This design comes from an exercise in tuning for small area on the open sky130 flow, not from production work.
In this exercise RTL edits were held to simulation tests only and were not proved equivalent to the original.
Power figures rest on the tool's default switching activity, not on a simulated workload.

==> design.v <==
package rf_pkg;
   localparam int DATA_W_DEF = 32;
   localparam int DEPTH_DEF  = 32;
   localparam int REG_ZERO   = 0;
   function automatic integer clog2(input integer n);
      integer i;
      clog2 = 0;
      for (i = 0; i < 31; i = i + 1)
         if ((1 << i) < n) clog2 = i + 1;
   endfunction
endpackage
module rf_scoreboard
#(
   parameter int DEPTH    = rf_pkg::DEPTH_DEF,
   parameter int ADDR_W   = rf_pkg::clog2(DEPTH),
   parameter int NUM_RD   = 2,
   parameter int NUM_WR   = 1,
   parameter int ZERO_REG = 1,
   parameter int BYPASS   = 1
)(
   input  logic                     clk,
   input  logic                     rst_n,
   input  logic [NUM_WR-1:0]        wr_en,
   input  logic [NUM_WR*ADDR_W-1:0] wr_addr,
   input  logic                     sb_set,
   input  logic [ADDR_W-1:0]        sb_addr,
   input  logic                     sb_flush,
   input  logic [NUM_RD*ADDR_W-1:0] rd_addr,
   output logic [NUM_RD-1:0]        rd_busy
);
   logic [NUM_WR-1:0][ADDR_W-1:0] wa;
   logic [NUM_RD-1:0][ADDR_W-1:0] ra;
   logic [DEPTH-1:0]              busy, busy_nxt;
   assign wa = wr_addr;
   assign ra = rd_addr;
   always_comb begin
      busy_nxt = busy;
      for (int j = 0; j < NUM_WR; j++)
         if (wr_en[j]) busy_nxt[wa[j]] = 1'b0;
      if (sb_set) busy_nxt[sb_addr] = 1'b1;
      if (sb_flush) busy_nxt = '0;
      if (ZERO_REG != 0) busy_nxt[rf_pkg::REG_ZERO] = 1'b0;
   end
   always_ff @(posedge clk or negedge rst_n)
      if (!rst_n) busy <= '0;
      else        busy <= busy_nxt;
   for (genvar i = 0; i < NUM_RD; i++) begin : g_rd
      logic fwd;
      always_comb begin
         fwd = 1'b0;
         for (int j = 0; j < NUM_WR; j++)
            if (BYPASS != 0 && wr_en[j] && wa[j] == ra[i]) fwd = 1'b1;
      end
      assign rd_busy[i] = busy[ra[i]] & ~fwd;
   end
endmodule
module rf_multiport_sb
#(
   parameter int DATA_W   = rf_pkg::DATA_W_DEF,
   parameter int DEPTH    = rf_pkg::DEPTH_DEF,
   parameter int NUM_RD   = 2,
   parameter int NUM_WR   = 1,
   parameter int ZERO_REG = 1,
   parameter int BYPASS   = 1,
   localparam int ADDR_W  = rf_pkg::clog2(DEPTH)
)(
   input  logic                     clk,
   input  logic                     rst_n,
   input  logic [NUM_RD*ADDR_W-1:0] rd_addr,
   output logic [NUM_RD*DATA_W-1:0] rd_data,
   output logic [NUM_RD-1:0]        rd_busy,
   input  logic [NUM_WR-1:0]        wr_en,
   input  logic [NUM_WR*ADDR_W-1:0] wr_addr,
   input  logic [NUM_WR*DATA_W-1:0] wr_data,
   input  logic                     sb_set,
   input  logic [ADDR_W-1:0]        sb_addr,
   input  logic                     sb_flush
);
   logic [NUM_RD-1:0][ADDR_W-1:0] ra;
   logic [NUM_RD-1:0][DATA_W-1:0] rd;
   logic [NUM_WR-1:0][ADDR_W-1:0] wa;
   logic [NUM_WR-1:0][DATA_W-1:0] wd;
   logic [DEPTH-1:0][DATA_W-1:0]  regs;
   assign ra      = rd_addr;
   assign wa      = wr_addr;
   assign wd      = wr_data;
   assign rd_data = rd;
   always_ff @(posedge clk or negedge rst_n)
      if (!rst_n) regs <= '0;
      else
         for (int j = 0; j < NUM_WR; j++)
            if (wr_en[j] && !(ZERO_REG != 0 && wa[j] == ADDR_W'(rf_pkg::REG_ZERO)))
               regs[wa[j]] <= wd[j];
   for (genvar i = 0; i < NUM_RD; i++) begin : g_rd
      logic              hit;
      logic [DATA_W-1:0] byp, val;
      always_comb begin
         hit = 1'b0;
         byp = '0;
         for (int j = 0; j < NUM_WR; j++)
            if (BYPASS != 0 && wr_en[j] && wa[j] == ra[i]) begin
               hit = 1'b1;
               byp = wd[j];
            end
         if (!rst_n || (ZERO_REG != 0 && ra[i] == ADDR_W'(rf_pkg::REG_ZERO))) val = '0;
         else if (hit) val = byp;
         else          val = regs[ra[i]];
      end
      assign rd[i] = val;
   end
   rf_scoreboard #(
      .DEPTH(DEPTH), .ADDR_W(ADDR_W), .NUM_RD(NUM_RD), .NUM_WR(NUM_WR),
      .ZERO_REG(ZERO_REG), .BYPASS(BYPASS)
   ) u_sb (
      .clk(clk), .rst_n(rst_n), .wr_en(wr_en), .wr_addr(wr_addr),
      .sb_set(sb_set), .sb_addr(sb_addr), .sb_flush(sb_flush),
      .rd_addr(rd_addr), .rd_busy(rd_busy)
   );
endmodule
module rf4r2w_top (
   input  logic         clk,
   input  logic         rst_n,
   input  logic [19:0]  rd_addr,
   output logic [127:0] rd_data,
   output logic [3:0]   rd_busy,
   input  logic [1:0]   wr_en,
   input  logic [9:0]   wr_addr,
   input  logic [63:0]  wr_data,
   input  logic         sb_set,
   input  logic [4:0]   sb_addr,
   input  logic         sb_flush
);
   rf_multiport_sb #(
      .DATA_W(32), .DEPTH(32), .NUM_RD(4), .NUM_WR(2), .ZERO_REG(1), .BYPASS(1)
   ) u_rf (
      .clk(clk), .rst_n(rst_n), .rd_addr(rd_addr), .rd_data(rd_data), .rd_busy(rd_busy),
      .wr_en(wr_en), .wr_addr(wr_addr), .wr_data(wr_data),
      .sb_set(sb_set), .sb_addr(sb_addr), .sb_flush(sb_flush)
   );
endmodule
==> run.sh <==
#!/bin/bash
# synth_recipe.tcl (not shown) runs the flow's synth.tcl, then flattens the netlist and writes it again
# the make line also repeats each setting of config.mk as NAME=value (left out here)
make -C /OpenROAD-flow-scripts/flow DESIGN_CONFIG=/design/flow/config.mk WORK_HOME=/design/flow/orfs CLKGATE_MAP_FILE= SYNTH_SCRIPT=/design/flow/synth_recipe.tcl finish
==> config.mk <==
export PLATFORM = sky130hd
export DESIGN_NAME = rf4r2w_top
export DESIGN_NICKNAME = rf4r2w_top
export VERILOG_FILES = /design/flow/design.v
export SDC_FILE = /design/flow/constraint.sdc
export NUM_CORES = 4
export LEC_CHECK = 0
export CAP_MARGIN = 20
export CORE_MARGIN = 2
export CORE_UTILIZATION = 45
export SLEW_MARGIN = 20
==> constraint.sdc <==
create_clock -name core_clock -period 6.5 [get_ports {clk}]
set_input_delay 1.3000 -clock core_clock [delete_from_list [all_inputs] [get_ports {clk}]]
set_output_delay 1.3000 -clock core_clock [all_outputs]
set_load 0.01 [all_outputs]
==> impl_summary.txt, run 1 <==
----------------------------------------------------
[Place]
  Pre-CTS WS ... a little under 0.5 ns
  Gp weighted congestion ... between 0.9 and 1
  IO buf count ... about 240
  DP HPWL ... 242100 um

[Floorplan]
  Top-Level Pins ... between 200 and 250
  Horizontal die dimension ... 439.3 um
  # rows ... approximately 160
  Core outline area ... 188000 sq um
  Die Outline Area ... a little under 200000 sq um
  Starting Density ... around 45%
  Chip height ... between 400 and 500 um

[Setup path]
  Critical path start-end classification ... input pin to output pin
  Critical Path Most Common Cell ... sky130_fd_sc_hd__clkdlybuf4s50_1
  Data arrival time of the critical path ... 4.93 ns
  Worst Setup Start Kind ... input pin
  Sort of element at the end of the critical path ... output pin
  Delay of the slowest cell on the worst path ... 0.77 ns
  Maximum fanout count along the critical path ... 11
  Data required time of the worst path ... about 5.2 ns
  Cell type of the slowest stage on the worst timing path ... sky130_fd_sc_hd__a21oi_4
  Number of buffer and inverter instances along the worst setup path ... 3
  Cells along the critical path ... clkdlybuf4s50_1, xor2_1, nor4_1, buf_4, a21oi_4, o21ai_0, a32o_1, clkdlybuf4s50_1
  Delay-heaviest family, CP ... compound AO/OA/AOI/OAI gates

[STA]
  Slew of the pin with the lowest slew margin ... 1.259 ns
  Worst relative slew slack ... 15.17%
  Unrepaired setup endpoints after global routing ... false
  Setup TNS Final ... 0 ns
  Worst clock skew on the final layout ... 0 ns
  Least setup slack across all paths after layout ... between 0.2 and 0.3 ns
  Slew Viols, Final ... 0
  Fin. Hold Viols ... 0
  Upper clock frequency limit ... 160.4 MHz
  Final critical path time including I/O delays and setup ... slightly above 6 ns
  Setup-violating endpoint count in the final report ... 0
  Final worst-path cycle share ... about 96%

[Global route]
  Antenna violations before repair ... 27
  Vias in the first global route ... approximately 73000
  Largest net degree at the start of global routing ... 146
  First-pass GRT wire length ... 559300 um
  Global-route congestion overflow total ... 0
  Overall global routing resource usage ... between 40 and 50%

[Logic synthesis]
  Flip-flop and latch count after synthesis ... 1055
  Share of synthesized registers carrying an async set or reset ... 100.0%
  Biggest area contributors in the synthesized netlist ... sky130_fd_sc_hd__dfrtp_1, sky130_fd_sc_hd__mux4_2, sky130_fd_sc_hd__mux2i_1, sky130_fd_sc_hd__a21oi_1, sky130_fd_sc_hd__nor2_1
  Prevailing post-synth register cell ... sky130_fd_sc_hd__dfrtp_1
  Mean instance size in the synthesized netlist ... roughly 10 sq um
  Syn Nets ... between 8000 and 9000
  Seq/Total Area, Yosys ... 30.96%
  Syn Inst Count ... between 8000 and 9000
  Yosys top cell area share ... between 30 and 40%
  Syn. warnings ... 2
  Netlist area before placement ... roughly 85000 sq um
  Number of library cell types mapped by synthesis ... 72
  Post-synth top area cell ... sky130_fd_sc_hd__dfrtp_1
  Number of synthesized flops with an enable pin ... 0

[Power]
  Pleak ... approximately 40 nW
  Pwr Density ... roughly 330 nW/um^2
  Maximum ir drop on the vdd rail ... around 0.00033 V
  Overall power consumption ... between 30 and 40 mW

[Route]
  Antenna Violating Nets Remaining ... 0
  Post-detailed-route DRC marker count ... 0
  Sum of routed wire length over all layers ... ~400000 um
  Number of iterations in the first detailed-routing pass ... 9
  Number of violations reported at the end of detailed-routing iteration 0 ... between 10000 and 15000
  Wirelength per Cell ... between 30 and 40 um
  Total vias in the final route ... between 70000 and 80000
  Via-to-Cell Ratio ... about 7.3

[Clocking]
  TritonCTS Buffers ... roughly 140
  Clock input transition at the sequential cells of the worst setup and hold paths ... around 0.06 ns
  TritonCTS clock tree ... built
  Setup Buffers After CTS ... 0
  Clock buffer depth ... 3
  Library cell used as clock root buffer ... sky130_fd_sc_hd__clkbuf_16
  Htree depth ... 4
  Clock insertion delay at the later pin of the skew report ... 0.82 ns
  Clock sink count ... 1055
  Hold-fix buffers at CTS ... 0
  Post-cts repair resize count ... 0

[Run status]
  Result of the run ... timing/DRC/antenna clean

[Layout]
  Fraction of final layout cells sized beyond drive strength 1 ... between 10% and 20%
  Most common library cell in the layout ignoring fill and taps ... sky130_fd_sc_hd__mux2i_1
  Fillers ... 16590
  Area Overhead vs Synth ... 11.76%
  Most frequent cells in the layout ... sky130_fd_sc_hd__mux2i_1, sky130_fd_sc_hd__dfrtp_1, sky130_fd_sc_hd__nor2_1
  Number of nets at the end of the flow ... a little over 8000

[Run]
  Max Cap Violations ... 0

[Hold path]
  Class of the most critical hold timing path ... input pin to async pin

----------------------------------------------------
-- per-stage QoR --
| step | util (%) | instance area, sq um | hold WS (ns) | cells |
|---|---|---|---|---|
| floorplan | - | 85260 | 0.4744 | 8358 |
| global placement | 48.18 | 90570 | 0.4190 | 10380 |
| detailed placement | 48.18 | 90580 | 0.4246 | 10380 |
| CTS | 50.63 | 95180 | 0.3976 | 10620 |
| global route | 50.67 | 95260 | 0.4200 | 10630 |
| finish | 50.68 | 95290 | 0.4041 | 10640 |
-- area by class of cell --
class / count / area (sq um) / share of cell area [%]
flip-flops and latches: 1055 / 26400 / 27.71
clock inverters: 49 / 595.6 / 0.6250
well taps: 2495 / 3122 / 3.276
clock buffers: 195 / 4008 / 4.206
repair buffers: 602 / 6118 / 6.421
diodes: 16 / 40.04 / 0.04202
inverters: 18 / 67.56 / 0.07091
multi-input cells: 6213 / 54940 / 57.65
-- kinds of logic (layout without fill, tap and decap cells) --
kind of cell / count (synthesis) / after routing / synth area share [%]
AO/OA/AOI/OAI: 2136 / 2136 / 15.30
XOR/XNOR: 53 / 53 / 0.5753
adder cells (fa/ha/maj): 11 / 11 / 0.1614
buffers and inverters: 1090 / 864 / 5.428
flip-flops: 1055 / 1055 / 30.96
multiplexers: 2318 / 2318 / 39.35
other: 0 / 16 / 0
AND/OR/NAND/NOR: 1695 / 1695 / 8.231
-- Yosys cell counts, types with 15 or more instances --
| cell type | count |
|---|---|
| sky130_fd_sc_hd__buf_4 | 48 |
| sky130_fd_sc_hd__mux2i_1 | 1430 |
| sky130_fd_sc_hd__dfrtp_1 | 1055 |
| sky130_fd_sc_hd__buf_2 | 224 |
| sky130_fd_sc_hd__a32oi_1 | 19 |
| sky130_fd_sc_hd__o21ai_1 | 102 |
| sky130_fd_sc_hd__clkbuf_1 | 694 |
| sky130_fd_sc_hd__and2_1 | 16 |
| sky130_fd_sc_hd__a22oi_1 | 264 |
| sky130_fd_sc_hd__a32o_1 | 117 |
| sky130_fd_sc_hd__xor2_1 | 36 |
| sky130_fd_sc_hd__nor2b_1 | 23 |
| sky130_fd_sc_hd__mux2_2 | 68 |
| sky130_fd_sc_hd__buf_1 | 95 |
| sky130_fd_sc_hd__o22ai_1 | 125 |
| sky130_fd_sc_hd__mux4_2 | 820 |
| sky130_fd_sc_hd__nor2_1 | 933 |
| sky130_fd_sc_hd__o221ai_1 | 190 |
| sky130_fd_sc_hd__a21oi_1 | 808 |
| sky130_fd_sc_hd__nand2b_1 | 17 |
| sky130_fd_sc_hd__nand2_1 | 449 |
| sky130_fd_sc_hd__inv_1 | 16 |
| sky130_fd_sc_hd__xnor2_1 | 15 |
| sky130_fd_sc_hd__nand3_1 | 164 |
| sky130_fd_sc_hd__o21ai_0 | 467 |
-- registers in the layout (all words and copies together), names as in the netlist --
signal / count
u_rf.regs: 1024
u_rf.u_sb.busy: 31
-- routing by layer --
layer | routed length, um | global-route usage, % | vias to the layer above
met3 | 59080 | 15.28 | 1717
met4 | 33170 | 28.97 | 28
met2 | 167500 | 57.42 | 6700
met1 | 140300 | 51.07 | 38510
li1 | - | - | 31220
met5 | 232 | 0 | -
-- worst paths after layout --
check | slack [ns] | depth (start not counted) | startpoint | endpoint
worst max register to register | 5.51 | 2 | u_rf.regs[849] | u_rf.regs[849]
max in group asynchronous | 3.06 | 4 | rst_n | u_rf.regs[809]
worst min register to register | 0.45 | 0 | u_rf.regs[11] | u_rf.regs[11]
worst max-delay path | 0.27 | 8 | wr_addr[1] | rd_data[21]
min in group core_clock | 0.45 | 0 | u_rf.regs[11] | u_rf.regs[11]
worst min-delay path | 0.40 | 1 | rst_n | u_rf.regs[928]
-- power by group --
group	internal [mW]	leakage (nW)	switching, mW
Combinational	6.29	24.9	5.08
Sequential	8.99	13.0	3.12
Clock	4.69	2.24	3.35
==> inputs of run 2 (changes only) <==
==> design.v (replaced) <==
package rf_pkg;
   localparam int DATA_W_DEF = 32;
   localparam int DEPTH_DEF  = 32;
   localparam int REG_ZERO   = 0;
endpackage
module rf_aoi222 (
   input  logic a0, b0, a1, b1, a2, b2,
   output logic y
);
   assign y = ~((a0 & b0) | (a1 & b1) | (a2 & b2));
endmodule
module rf4r2w_top (
   input  logic         clk,
   input  logic         rst_n,
   input  logic [19:0]  rd_addr,
   output logic [127:0] rd_data,
   output logic [3:0]   rd_busy,
   input  logic [1:0]   wr_en,
   input  logic [9:0]   wr_addr,
   input  logic [63:0]  wr_data,
   input  logic         sb_set,
   input  logic [4:0]   sb_addr,
   input  logic         sb_flush
);
   localparam int W = 32;
   localparam int N = 32;
   logic [4:0]  wa0, wa1;
   logic [W-1:0] wd0, wd1;
   assign wa0 = wr_addr[4:0];
   assign wa1 = wr_addr[9:5];
   assign wd0 = wr_data[31:0];
   assign wd1 = wr_data[63:32];
   logic [N-1:1] w1, w0, wh, sset;
   for (genvar k = 1; k < N; k++) begin : g_wdec
      logic hit0, hit1;
      assign hit1    = wr_en[1] & (wa1 == 5'(k));
      assign hit0    = wr_en[0] & (wa0 == 5'(k));
      assign w1[k]   = hit1;
      assign w0[k]   = hit0 & ~hit1;
      assign wh[k]   = ~(hit0 | hit1);
      assign sset[k] = sb_set & (sb_addr == 5'(k));
   end
   logic [W-1:0] qn [1:N-1];
   logic [W-1:0] r  [1:N-1];
   logic [N-1:1] vld, busy;
   logic [N-1:1] rq, bq;
   assign rq = vld & wh;
   assign bq = busy & wh;
   for (genvar k = 1; k < N; k++) begin : g_reg
      logic [W-1:0] dn;
      for (genvar b = 0; b < W; b++) begin : g_bit
         rf_aoi222 u_w (
            .a0(w1[k]), .b0(wd1[b]), .a1(w0[k]), .b1(wd0[b]), .a2(wh[k]), .b2(r[k][b]),
            .y(dn[b]));
      end
      always_ff @(posedge clk) qn[k] <= dn;
      assign r[k] = ~qn[k];
      always_ff @(posedge clk or negedge rst_n)
         if (!rst_n) vld[k] <= 1'b0;
         else        vld[k] <= vld[k] | ~wh[k];
      always_ff @(posedge clk or negedge rst_n)
         if (!rst_n) busy[k] <= 1'b0;
         else        busy[k] <= ~sb_flush & (sset[k] | (busy[k] & wh[k]));
   end
   for (genvar i = 0; i < 4; i++) begin : g_rd
      logic [4:0]   a;
      logic         h0, h1, nz, sb0, sb1;
      logic [N-1:1] dec, sr;
      logic [W-1:0] y [11];
      assign a   = rd_addr[5*i +: 5];
      assign h1  = wr_en[1] & (wa1 == a);
      assign h0  = wr_en[0] & (wa0 == a);
      assign nz  = |a;
      assign sb1 = rst_n & nz & h1;
      assign sb0 = rst_n & nz & h0 & ~h1;
      for (genvar k = 1; k < N; k++) begin : g_sel
         assign dec[k] = (a == 5'(k));
         assign sr[k]  = dec[k] & rq[k];
      end
      assign rd_busy[i] = |(dec & bq);
      for (genvar b = 0; b < W; b++) begin : g_bit
         for (genvar g = 0; g < 10; g++) begin : g_leaf
            rf_aoi222 u_r (
               .a0(sr[3*g+1]), .b0(r[3*g+1][b]),
               .a1(sr[3*g+2]), .b1(r[3*g+2][b]),
               .a2(sr[3*g+3]), .b2(r[3*g+3][b]),
               .y(y[g][b]));
         end
         rf_aoi222 u_rb (
            .a0(sr[31]), .b0(r[31][b]), .a1(sb1), .b1(wd1[b]), .a2(sb0), .b2(wd0[b]),
            .y(y[10][b]));
         assign rd_data[32*i + b] = ~&{y[0][b], y[1][b], y[2][b], y[3][b], y[4][b], y[5][b],
                                       y[6][b], y[7][b], y[8][b], y[9][b], y[10][b]};
      end
   end
endmodule
--- a/config.mk
+++ b/config.mk
@@ -6,6 +6,7 @@
 export NUM_CORES = 4
 export LEC_CHECK = 0
-export CAP_MARGIN = 20
+export CAP_MARGIN = 10
 export CORE_MARGIN = 2
-export CORE_UTILIZATION = 45
-export SLEW_MARGIN = 20
+export CORE_UTILIZATION = 50
+export SLEW_MARGIN = 10
+export SYNTH_HIERARCHICAL = 1
==> run 2 against run 1 <==
Net effect: the run now fails in global routing; area after synthesis is 34% lower; synthesized cell count shrank 31%.
==> impl_summary.txt, run 2 <==
----------------------------------------------------
[Floorplan]
  # rows ... 123 (-23%)
  Top-Level Pins ... 237 (unchanged)
  Starting Density ... 50.39% (+5.0 points)
  Chip height ... 340.7 um (-22%)
  Horizontal die dimension ... 340.7 um (-22%)

[Place]
  Placed Cells ... 8392 (-19%)
  IO buf count ... 236 (unchanged)
  Gp weighted congestion ... 1.235 (+24%)
  DP HPWL ... 277600 um (+15%)

[Global route]
  Largest net degree at the start of global routing ... 53
  Overall global routing resource usage ... roughly three quarters
  Global-route congestion overflow total ... 1

[Logic synthesis]
  Prevailing post-synth register cell ... sky130_fd_sc_hd__dfxtp_1
  Biggest area contributors in the synthesized netlist ... sky130_fd_sc_hd__a222oi_1, sky130_fd_sc_hd__dfxtp_1, sky130_fd_sc_hd__inv_1, sky130_fd_sc_hd__nand4_1, sky130_fd_sc_hd__dfrtp_1
  Number of synthesized flops with an enable pin ... 0 (unchanged)
  Commonest cells in the netlist ... sky130_fd_sc_hd__a222oi_1, sky130_fd_sc_hd__inv_1, sky130_fd_sc_hd__dfxtp_1
  Yosys top cell area share ... 42.37% (+11 points)
  Netlist area before placement ... 56690 sq um (-34%)
  Flip-flop and latch count after synthesis ... 1054 (-0.095%)
  Seq/Total Area, Yosys ... 37.77% (+6.8 points)
  Syn Nets ... 5886 (-31%)
  Number of library cell types mapped by synthesis ... 65 (-9.7%)
  Mean instance size in the synthesized netlist ... 9.807 sq um (-3.9%)
  Post-synth top area cell ... sky130_fd_sc_hd__a222oi_1
  Syn. warnings ... 15 (+13)
  Syn Inst Count ... 5781 (-31%)
  Share of synthesized registers carrying an async set or reset ... 5.882% (-94 points)
  Most common cell in the synthesized netlist ... sky130_fd_sc_hd__a222oi_1

[Clocking]
  Clock buffer depth ... 3 (unchanged)
  Hold-fix buffers at CTS ... 0 (unchanged)
  Htree depth ... 3 (-1)
  TritonCTS Buffers ... 114 (-16%)
  Library cell used as clock root buffer ... sky130_fd_sc_hd__clkbuf_16
  Clock sink count ... 1054 (-0.095%)

[Run status]
  Last flow stage reached ... global routing
  Stop Error ... [ERROR GRT-0232] Routing congestion too high. Check the congestion heatmap in the GUI.
  Result of the run ... did not finish

----------------------------------------------------
[run 2: cell types whose count changed after synthesis, moves of 755 or more]
cell,before,now
sky130_fd_sc_hd__a222oi_1,0,2400
sky130_fd_sc_hd__mux2i_1,1430,9
sky130_fd_sc_hd__dfrtp_1,1055,62
sky130_fd_sc_hd__dfxtp_1,0,992
sky130_fd_sc_hd__inv_1,16,1000
sky130_fd_sc_hd__mux4_2,820,1
sky130_fd_sc_hd__a21oi_1,808,53
[run 2: how the worst min path moves through the flow]
stage	start	end	slack [ns]
after global placement	vld[6]	vld[6]	0.45
after detailed placement	vld[30]	vld[30]	0.46
after CTS	rst_n	vld[15]	0.47
after floorplan	vld[10]	vld[10]	0.43
[run 2: Yosys stat by module (local to each module, per instance)]
module      cells  cell area [sq um]  flip-flops and latches
rf4r2w_top   3381              32670                    1054
rf_aoi222       1              10.01                       0
[run 2: cells by family after synthesis]
group,count (synthesis),share of synthesized area [%]
AO/OA/AOI/OAI,2560,44.38
flip-flops,1054,37.77
multiplexers,11,0.2185
buffers and inverters,1086,7.263
AND/OR/NAND/NOR,1030,9.757
XOR/XNOR,40,0.6180
[run 2: through the flow]
| step | setup WS (ns) | instance area, sq um | total power [mW] | setup TNS [ns] |
|---|---|---|---|---|
| 4_1_cts | -0.05102 | 76330 | 22.37 | -0.05850 |
| 3_5_place_dp | -0.3226 | 71520 | 15.69 | -14.25 |
| 2_1_floorplan | -0.04601 | 57810 | 12.32 | -2.943 |
| 3_3_place_gp | -0.3384 | 71440 | 15.43 | -14.38 |
[run 2: repair_timing]
action,in CTS
pin swaps,57
setup endpoints to repair,118
hold endpoints to repair,0
gates cloned,2
setup buffers,74
gates resized for setup,54
[run 2: metal layers]
| metal | overflow | global-route usage (%) |
|---|---|---|
| met5 | 0 | 37.50 |
| met4 | 0 | 68.52 |
| met3 | 0 | 61.66 |
| met2 | 1 | 87.63 |
| met1 | 0 | 78.13 |
[run 2: power groups by stage]
stage | clock, mW | combinational (mW) | sequential, mW
3_3_place_gp | 0 | 6.91 | 8.52
4_1_cts | 6.76 | 7.17 | 8.44
2_1_floorplan | 0 | 3.84 | 8.48
3_5_place_dp | 0 | 7.12 | 8.57
==> inputs of run 3 (changes only) <==
==> design.v (replaced) <==
package rf_pkg;
   localparam int DATA_W_DEF = 32;
   localparam int DEPTH_DEF  = 32;
   localparam int REG_ZERO   = 0;
endpackage
module rf_aoi222 (
   input  logic a0, b0, a1, b1, a2, b2,
   output logic y
);
   assign y = ~((a0 & b0) | (a1 & b1) | (a2 & b2));
endmodule
module rf_oai22 (
   input  logic a0, b0, a1, b1,
   output logic y
);
   assign y = ~((a0 | b0) & (a1 | b1));
endmodule
module rf4r2w_top (
   input  logic         clk,
   input  logic         rst_n,
   input  logic [19:0]  rd_addr,
   output logic [127:0] rd_data,
   output logic [3:0]   rd_busy,
   input  logic [1:0]   wr_en,
   input  logic [9:0]   wr_addr,
   input  logic [63:0]  wr_data,
   input  logic         sb_set,
   input  logic [4:0]   sb_addr,
   input  logic         sb_flush
);
   localparam int W = 32;
   localparam int N = 32;
   logic [4:0]   wa0, wa1;
   logic [W-1:0] wd0, wd1;
   logic [1:0]   we;
   assign wa0 = wr_addr[4:0];
   assign wa1 = wr_addr[9:5];
   assign wd0 = wr_data[31:0];
   assign wd1 = wr_data[63:32];
   assign we  = wr_en & {2{rst_n}};
   logic started;
   always_ff @(posedge clk or negedge rst_n)
      if (!rst_n) started <= 1'b0;
      else        started <= 1'b1;
   logic [N-1:1] w1, w0, wh, hv, sset;
   for (genvar k = 1; k < N; k++) begin : g_wdec
      logic hit0, hit1;
      assign hit1    = we[1] & (wa1 == 5'(k));
      assign hit0    = we[0] & (wa0 == 5'(k));
      assign w1[k]   = hit1;
      assign w0[k]   = hit0 & ~hit1;
      assign wh[k]   = ~(hit0 | hit1);
      assign hv[k]   = wh[k] & started;
      assign sset[k] = sb_set & (sb_addr == 5'(k));
   end
   logic [W-1:0] qn [1:N-1];
   logic [W-1:0] dn [1:N-1];
   logic [N-1:1] busy;
   for (genvar k = 1; k < N; k++) begin : g_reg
      logic [W-1:0] r;
      assign r = ~qn[k];
      for (genvar b = 0; b < W; b++) begin : g_bit
         rf_aoi222 u_w (
            .a0(w1[k]), .b0(wd1[b]), .a1(w0[k]), .b1(wd0[b]), .a2(hv[k]), .b2(r[b]),
            .y(dn[k][b]));
      end
      always_ff @(posedge clk) qn[k] <= dn[k];
      always_ff @(posedge clk or negedge rst_n)
         if (!rst_n) busy[k] <= 1'b0;
         else        busy[k] <= ~sb_flush & (sset[k] | (busy[k] & wh[k]));
   end
   for (genvar i = 0; i < 4; i++) begin : g_rd
      logic [4:0]   a;
      logic [N-1:1] dec, sn;
      logic [W-1:0] y [16];
      assign a = rd_addr[5*i +: 5];
      for (genvar k = 1; k < N; k++) begin : g_sel
         assign dec[k] = (a == 5'(k));
      end
      assign sn = ~dec;
      assign rd_busy[i] = |(dec & busy & wh);
      for (genvar b = 0; b < W; b++) begin : g_bit
         for (genvar g = 0; g < 15; g++) begin : g_leaf
            rf_oai22 u_r (
               .a0(sn[2*g+1]), .b0(dn[2*g+1][b]),
               .a1(sn[2*g+2]), .b1(dn[2*g+2][b]),
               .y(y[g][b]));
         end
         assign y[15][b] = ~(sn[31] | dn[31][b]);
         assign rd_data[32*i + b] = |{y[0][b], y[1][b], y[2][b], y[3][b], y[4][b], y[5][b],
                                      y[6][b], y[7][b], y[8][b], y[9][b], y[10][b], y[11][b],
                                      y[12][b], y[13][b], y[14][b], y[15][b]};
      end
   end
endmodule
==> flow/run.sh (new file) <==
#!/bin/bash
set -euo pipefail
export BUFFER_PORTS_ARGS="-buffer_cell sky130_fd_sc_hd__buf_1"
bash standard.sh > standard_flow.log 2>&1
==> standard.sh (new file) <==
#!/bin/bash
# synth_recipe.tcl (not shown) runs the flow's synth.tcl, then flattens the netlist and writes it again
# the make line also repeats each setting of config.mk as NAME=value (left out here)
make -C /OpenROAD-flow-scripts/flow DESIGN_CONFIG=/design/flow/config.mk WORK_HOME=/design/flow/orfs CLKGATE_MAP_FILE= SYNTH_SCRIPT=/design/flow/synth_recipe.tcl "${@:-finish}"
--- a/config.mk
+++ b/config.mk
@@ -7,6 +7,9 @@
 export LEC_CHECK = 0
 export CAP_MARGIN = 10
+export CELL_PAD_IN_SITES_DETAIL_PLACEMENT = 2
+export CELL_PAD_IN_SITES_GLOBAL_PLACEMENT = 2
 export CORE_MARGIN = 2
-export CORE_UTILIZATION = 50
+export CORE_UTILIZATION = 30
+export PLACE_DENSITY = 0.38
 export SLEW_MARGIN = 10
 export SYNTH_HIERARCHICAL = 1
removed: run.sh
==> run 3 against run 2 <==
Net effect: now fails the layout checks on slew limit, setup timing; area after synthesis decreased by 4.3%; synthesized cell count increased by 6.7%.
==> impl_summary.txt, run 3 <==
----------------------------------------------------
[Layout]
  Largest register FFs ... 992
  Most common library cell in the layout ignoring fill and taps ... sky130_fd_sc_hd__o22ai_1
  Final core utilization ... between 40 and 50%
  Fraction of final layout cells sized beyond drive strength 1 ... approximately a fifth
  Count of placed standard cells in the final layout, fillers left out ... slightly below 10000
  Fillers ... 19820
  Number of nets at the end of the flow ... 7529
  Final std cell area, no fill ... just over 70000 sq um
  Most frequent cells in the layout ... sky130_fd_sc_hd__o22ai_1, sky130_fd_sc_hd__inv_1, sky130_fd_sc_hd__a222oi_1, sky130_fd_sc_hd__dfxtp_1, sky130_fd_sc_hd__buf_4
  Top register by number of flip-flops ... qn
  Largest registers in the final layout ... qn: 992 flops, busy: 31 flops, started: 1 flops
  Area Overhead vs Synth ... 34.01%

[Power]
  Pleak ... around 31 nW
  Overall power consumption ... between 15 and 20 mW
  Pwr Density ... roughly 220 nW/um^2
  Maximum ir drop on the vdd rail ... roughly 0.00029 V

[Logic synthesis]
  Most common cell in the synthesized netlist ... sky130_fd_sc_hd__o22ai_1
  Share of synthesized registers carrying an async set or reset ... 3.125% (-2.8 points)
  Flip-flop and latch count after synthesis ... 1024 (-2.8%)
  Biggest area contributors in the synthesized netlist ... sky130_fd_sc_hd__dfxtp_1, sky130_fd_sc_hd__o22ai_1, sky130_fd_sc_hd__a222oi_1, sky130_fd_sc_hd__inv_1, sky130_fd_sc_hd__nor4_1
  Syn Inst Count ... 6171 (+6.7%)
  Syn Nets ... 6276 (+6.6%)
  Mean instance size in the synthesized netlist ... 8.793 sq um (-10%)
  Commonest cells in the netlist ... sky130_fd_sc_hd__o22ai_1, sky130_fd_sc_hd__inv_1, sky130_fd_sc_hd__a222oi_1, sky130_fd_sc_hd__dfxtp_1, sky130_fd_sc_hd__nor4_1
  Netlist area before placement ... 54260 sq um (-4.3%)
  Number of synthesized flops with an enable pin ... 0 (unchanged)
  Seq/Total Area, Yosys ... 38.07% (+0.31 points)
  Post-synth top area cell ... sky130_fd_sc_hd__dfxtp_1
  Syn. warnings ... 18 (+3)
  Yosys top cell area share ... 36.60% (-5.8 points)
  Prevailing post-synth register cell ... sky130_fd_sc_hd__dfxtp_1
  Number of library cell types mapped by synthesis ... 54 (-17%)

[Setup path]
  First element of the critical path ... wr_addr[2]
  Startpoint of the most critical register-to-register path ... started
  Worst Setup Start Kind ... input pin
  Setup slack of the worst register-to-register path ... roughly 2.9 ns
  Maximum fanout count along the critical path ... 12
  Sort of element at the end of the critical path ... output pin
  Depth of the worst register-to-register path ... 6
  Data required time of the worst path ... ~5.2 ns
  Critical path start-end classification ... input pin to output pin
  Capture point of the critical path ... rd_data[61]
  Data arrival time of the critical path ... around 5.4 ns
  Endpoint of the most critical register-to-register path ... qn[2][15]

[Clocking]
  Clock sink count ... 1024 (-2.8%)
  TritonCTS Buffers ... 136 (+19%)
  TritonCTS clock tree ... built
  Hold-fix buffers at CTS ... 0 (unchanged)
  Clock buffer depth ... 3 (unchanged)
  Clock insertion delay at the later pin of the skew report ... around 0.85 ns
  Clock input transition at the sequential cells of the worst setup and hold paths ... approximately 0.050 ns
  Library cell used as clock root buffer ... sky130_fd_sc_hd__clkbuf_16
  Htree depth ... 4 (+1)

[Global route]
  Vias in the first global route ... between 70000 and 80000
  First-pass GRT wire length ... 687600 um
  Antenna violations before repair ... 38
  Global-route congestion overflow total ... 0
  Largest net degree at the start of global routing ... 35
  Overall global routing resource usage ... a little over half

[STA]
  Fin. Hold Viols ... 0
  Worst relative slew slack ... -8.372%
  Slew of the pin with the lowest slew margin ... 1.626 ns
  Worst clock skew on the final layout ... between 0.015 and 0.02 ns
  Final critical path time including I/O delays and setup ... 6.647 ns
  Upper clock frequency limit ... 150.4 MHz
  Unrepaired setup endpoints after global routing ... true
  Setup TNS Final ... -1.863 ns
  Setup-violating endpoint count in the final report ... 39
  Least setup slack across all paths after layout ... -0.1471 ns
  Slew Viols, Final ... 5
  Final worst-path cycle share ... 102.3%

[Floorplan]
  Horizontal die dimension ... 429.3 um (+26%)
  Top-Level Pins ... 237 (unchanged)
  Starting Density ... 30.12% (-20 points)
  Core outline area ... 180200 sq um
  # rows ... 156 (+27%)
  Chip height ... 429.3 um (+26%)
  Die Outline Area ... between 150000 and 200000 sq um

[Route]
  Number of iterations in the first detailed-routing pass ... 13
  Wirelength per Cell ... approximately 53 um
  Via-to-Cell Ratio ... between 8 and 9
  Post-detailed-route DRC marker count ... 0
  Total vias in the final route ... about 82000
  Antenna Violating Nets Remaining ... 0
  Sum of routed wire length over all layers ... around 520000 um
  Number of violations reported at the end of detailed-routing iteration 0 ... between 20000 and 25000

[Place]
  DP HPWL ... 324500 um (+17%)
  Area of placed instances ... 65970 sq um (-7.8%)
  IO buf count ... 236 (unchanged)
  Placed Cells ... 9471 (+13%)
  Gp weighted congestion ... 1.039 (-16%)

[Run status]
  Failing layout criteria ..... slew limit, setup timing
  Result of the run ... finished with violations

[Run]
  Max Cap Violations ... 0

[Hold path]
  Class of the most critical hold timing path ... flop to flop

----------------------------------------------------
## run 3: cell types whose count changed after synthesis, sizes merged, moves of 32 or more
cell | previous run | this run
nor2 | 219 | 34
o2111ai | 1 | 130
xor2 | 32 | 0
nor3 | 155 | 57
nand2b | 42 | 8
o22ai | 17 | 1951
nand4 | 390 | 9
or4 | 1 | 129
nand2 | 88 | 181
a222oi | 2400 | 992
nor4 | 29 | 407
## run 3: critical path: stages
cell,delay (ns)
sky130_fd_sc_hd__buf_1,0.20
sky130_fd_sc_hd__nor2_1,0.43
sky130_fd_sc_hd__buf_4,0.22
sky130_fd_sc_hd__nand3_1,0.16
sky130_fd_sc_hd__nor3b_2,0.36
sky130_fd_sc_hd__buf_4,0.30
sky130_fd_sc_hd__a222oi_1,0.82
sky130_fd_sc_hd__o22ai_1,0.18
sky130_fd_sc_hd__nor4_1,0.72
sky130_fd_sc_hd__o2111ai_1,0.39
sky130_fd_sc_hd__buf_1,0.22
## run 3: logic make-up (layout without fill, tap and decap cells)
kind of cell | after synthesis | in the layout | synth area share, %
buffers and inverters | 1051 | 2408 | 7.385
other | 1 | 22 | 0.006911
AND/OR/NAND/NOR | 938 | 938 | 10.59
AO/OA/AOI/OAI | 3157 | 3157 | 43.95
flip-flops | 1024 | 1024 | 38.07
## run 3: worst min-delay path by stage
stage | startpoint | to | cells after the start
detailed placement | qn[20][2] | qn[20][2] | 2
floorplan | qn[31][0] | qn[31][0] | 2
CTS | qn[20][2] | qn[20][2] | 2
global placement | qn[30][5] | qn[30][5] | 2
global route | qn[24][13] | qn[24][13] | 2
finish | qn[26][9] | qn[26][9] | 2
## run 3: power by group
group	internal (mW)	switching [mW]	total, mW
Combinational	0.371	1.47	1.84
Sequential	6.37	0.0283	6.40
Clock	4.63	3.39	8.02
## run 3: what timing repair did
item / 4_1_cts / 5_1_grt
gates resized for setup: 62 / 80
endpoints found under the setup margin: 128 / 126
pin swaps: 71 / 156
buffers inserted: 73 / 112
## run 3: layer usage
metal  global-route usage [%]  part of all wire (%)  up-vias
li1                         -                     -    30020
met1                    64.79                    36    41170
met2                    73.96                    39     8215
met3                    24.19                    16     2583
met4                    39.31                   8.7       29
met5                        0                 0.046        -
## run 3: cell type report
class / count / area [sq um] / share of cell area, %
inverter: 1000 / 3757 / 5.167
tap: 2370 / 2965 / 4.078
clock buffer: 203 / 4020 / 5.528
multi-input combinational: 4096 / 31510 / 43.33
timing repair buffer: 1166 / 9271 / 12.75
sequential: 1024 / 20660 / 28.41
clock inverter: 39 / 481.7 / 0.6624
antenna: 21 / 52.55 / 0.07226
## run 3: stage by stage
step / setup slack [ns] / hold slack, ns
6_report: -0.1471 / 0.4829
3_5_place_dp: -0.7914 / 0.4789
5_1_grt: -0.1187 / 0.5113
3_3_place_gp: -0.7149 / 0.4650
4_1_cts: 0.0007510 / 0.4870
2_1_floorplan: 0.02634 / 0.5062
## run 3: modules after synthesis (local to each module, per instance)
module / flops+latches / copies in the design
rf_oai22: 0 / 1920
rf4r2w_top: 1024 / 1
rf_aoi222: 0 / 992

what the ideal ports hide:
Ports are ideal in the flow. The routed layouts listed here were re-timed in OpenROAD.
Step 1 sets driving cells, clkbuf_16 on the clock port and buf_2 on the other inputs (assumed; they add their load-dependent delay and slew).
Step 2 times the ports against the registers' clock, not the clock port: input delays grow and output delays shrink by t, the midpoint of the rising clock arrivals with the driver on.
Three values: no drivers, after step 1, after step 2; two values: the first two.
run | t (ns) | setup WS [ns] | hold slack, ns | latest minus earliest clock arrival (ns) | cell pins on the clock port's net
run 1 | 0.906 | 0.266 / 0.180 / 0.180 | 0.404 / 0.424 / 0.453 | 0.048 / 0.048 | 1
run 3 | 0.920 | -0.147 / -0.178 / -0.178 | 0.483 / 0.477 / 0.483 | 0.034 / 0.034 | 1
For run 1, which loses most, drivers alone change the setup slack by -0.086 ns; drivers and shift together by -0.086 ns.
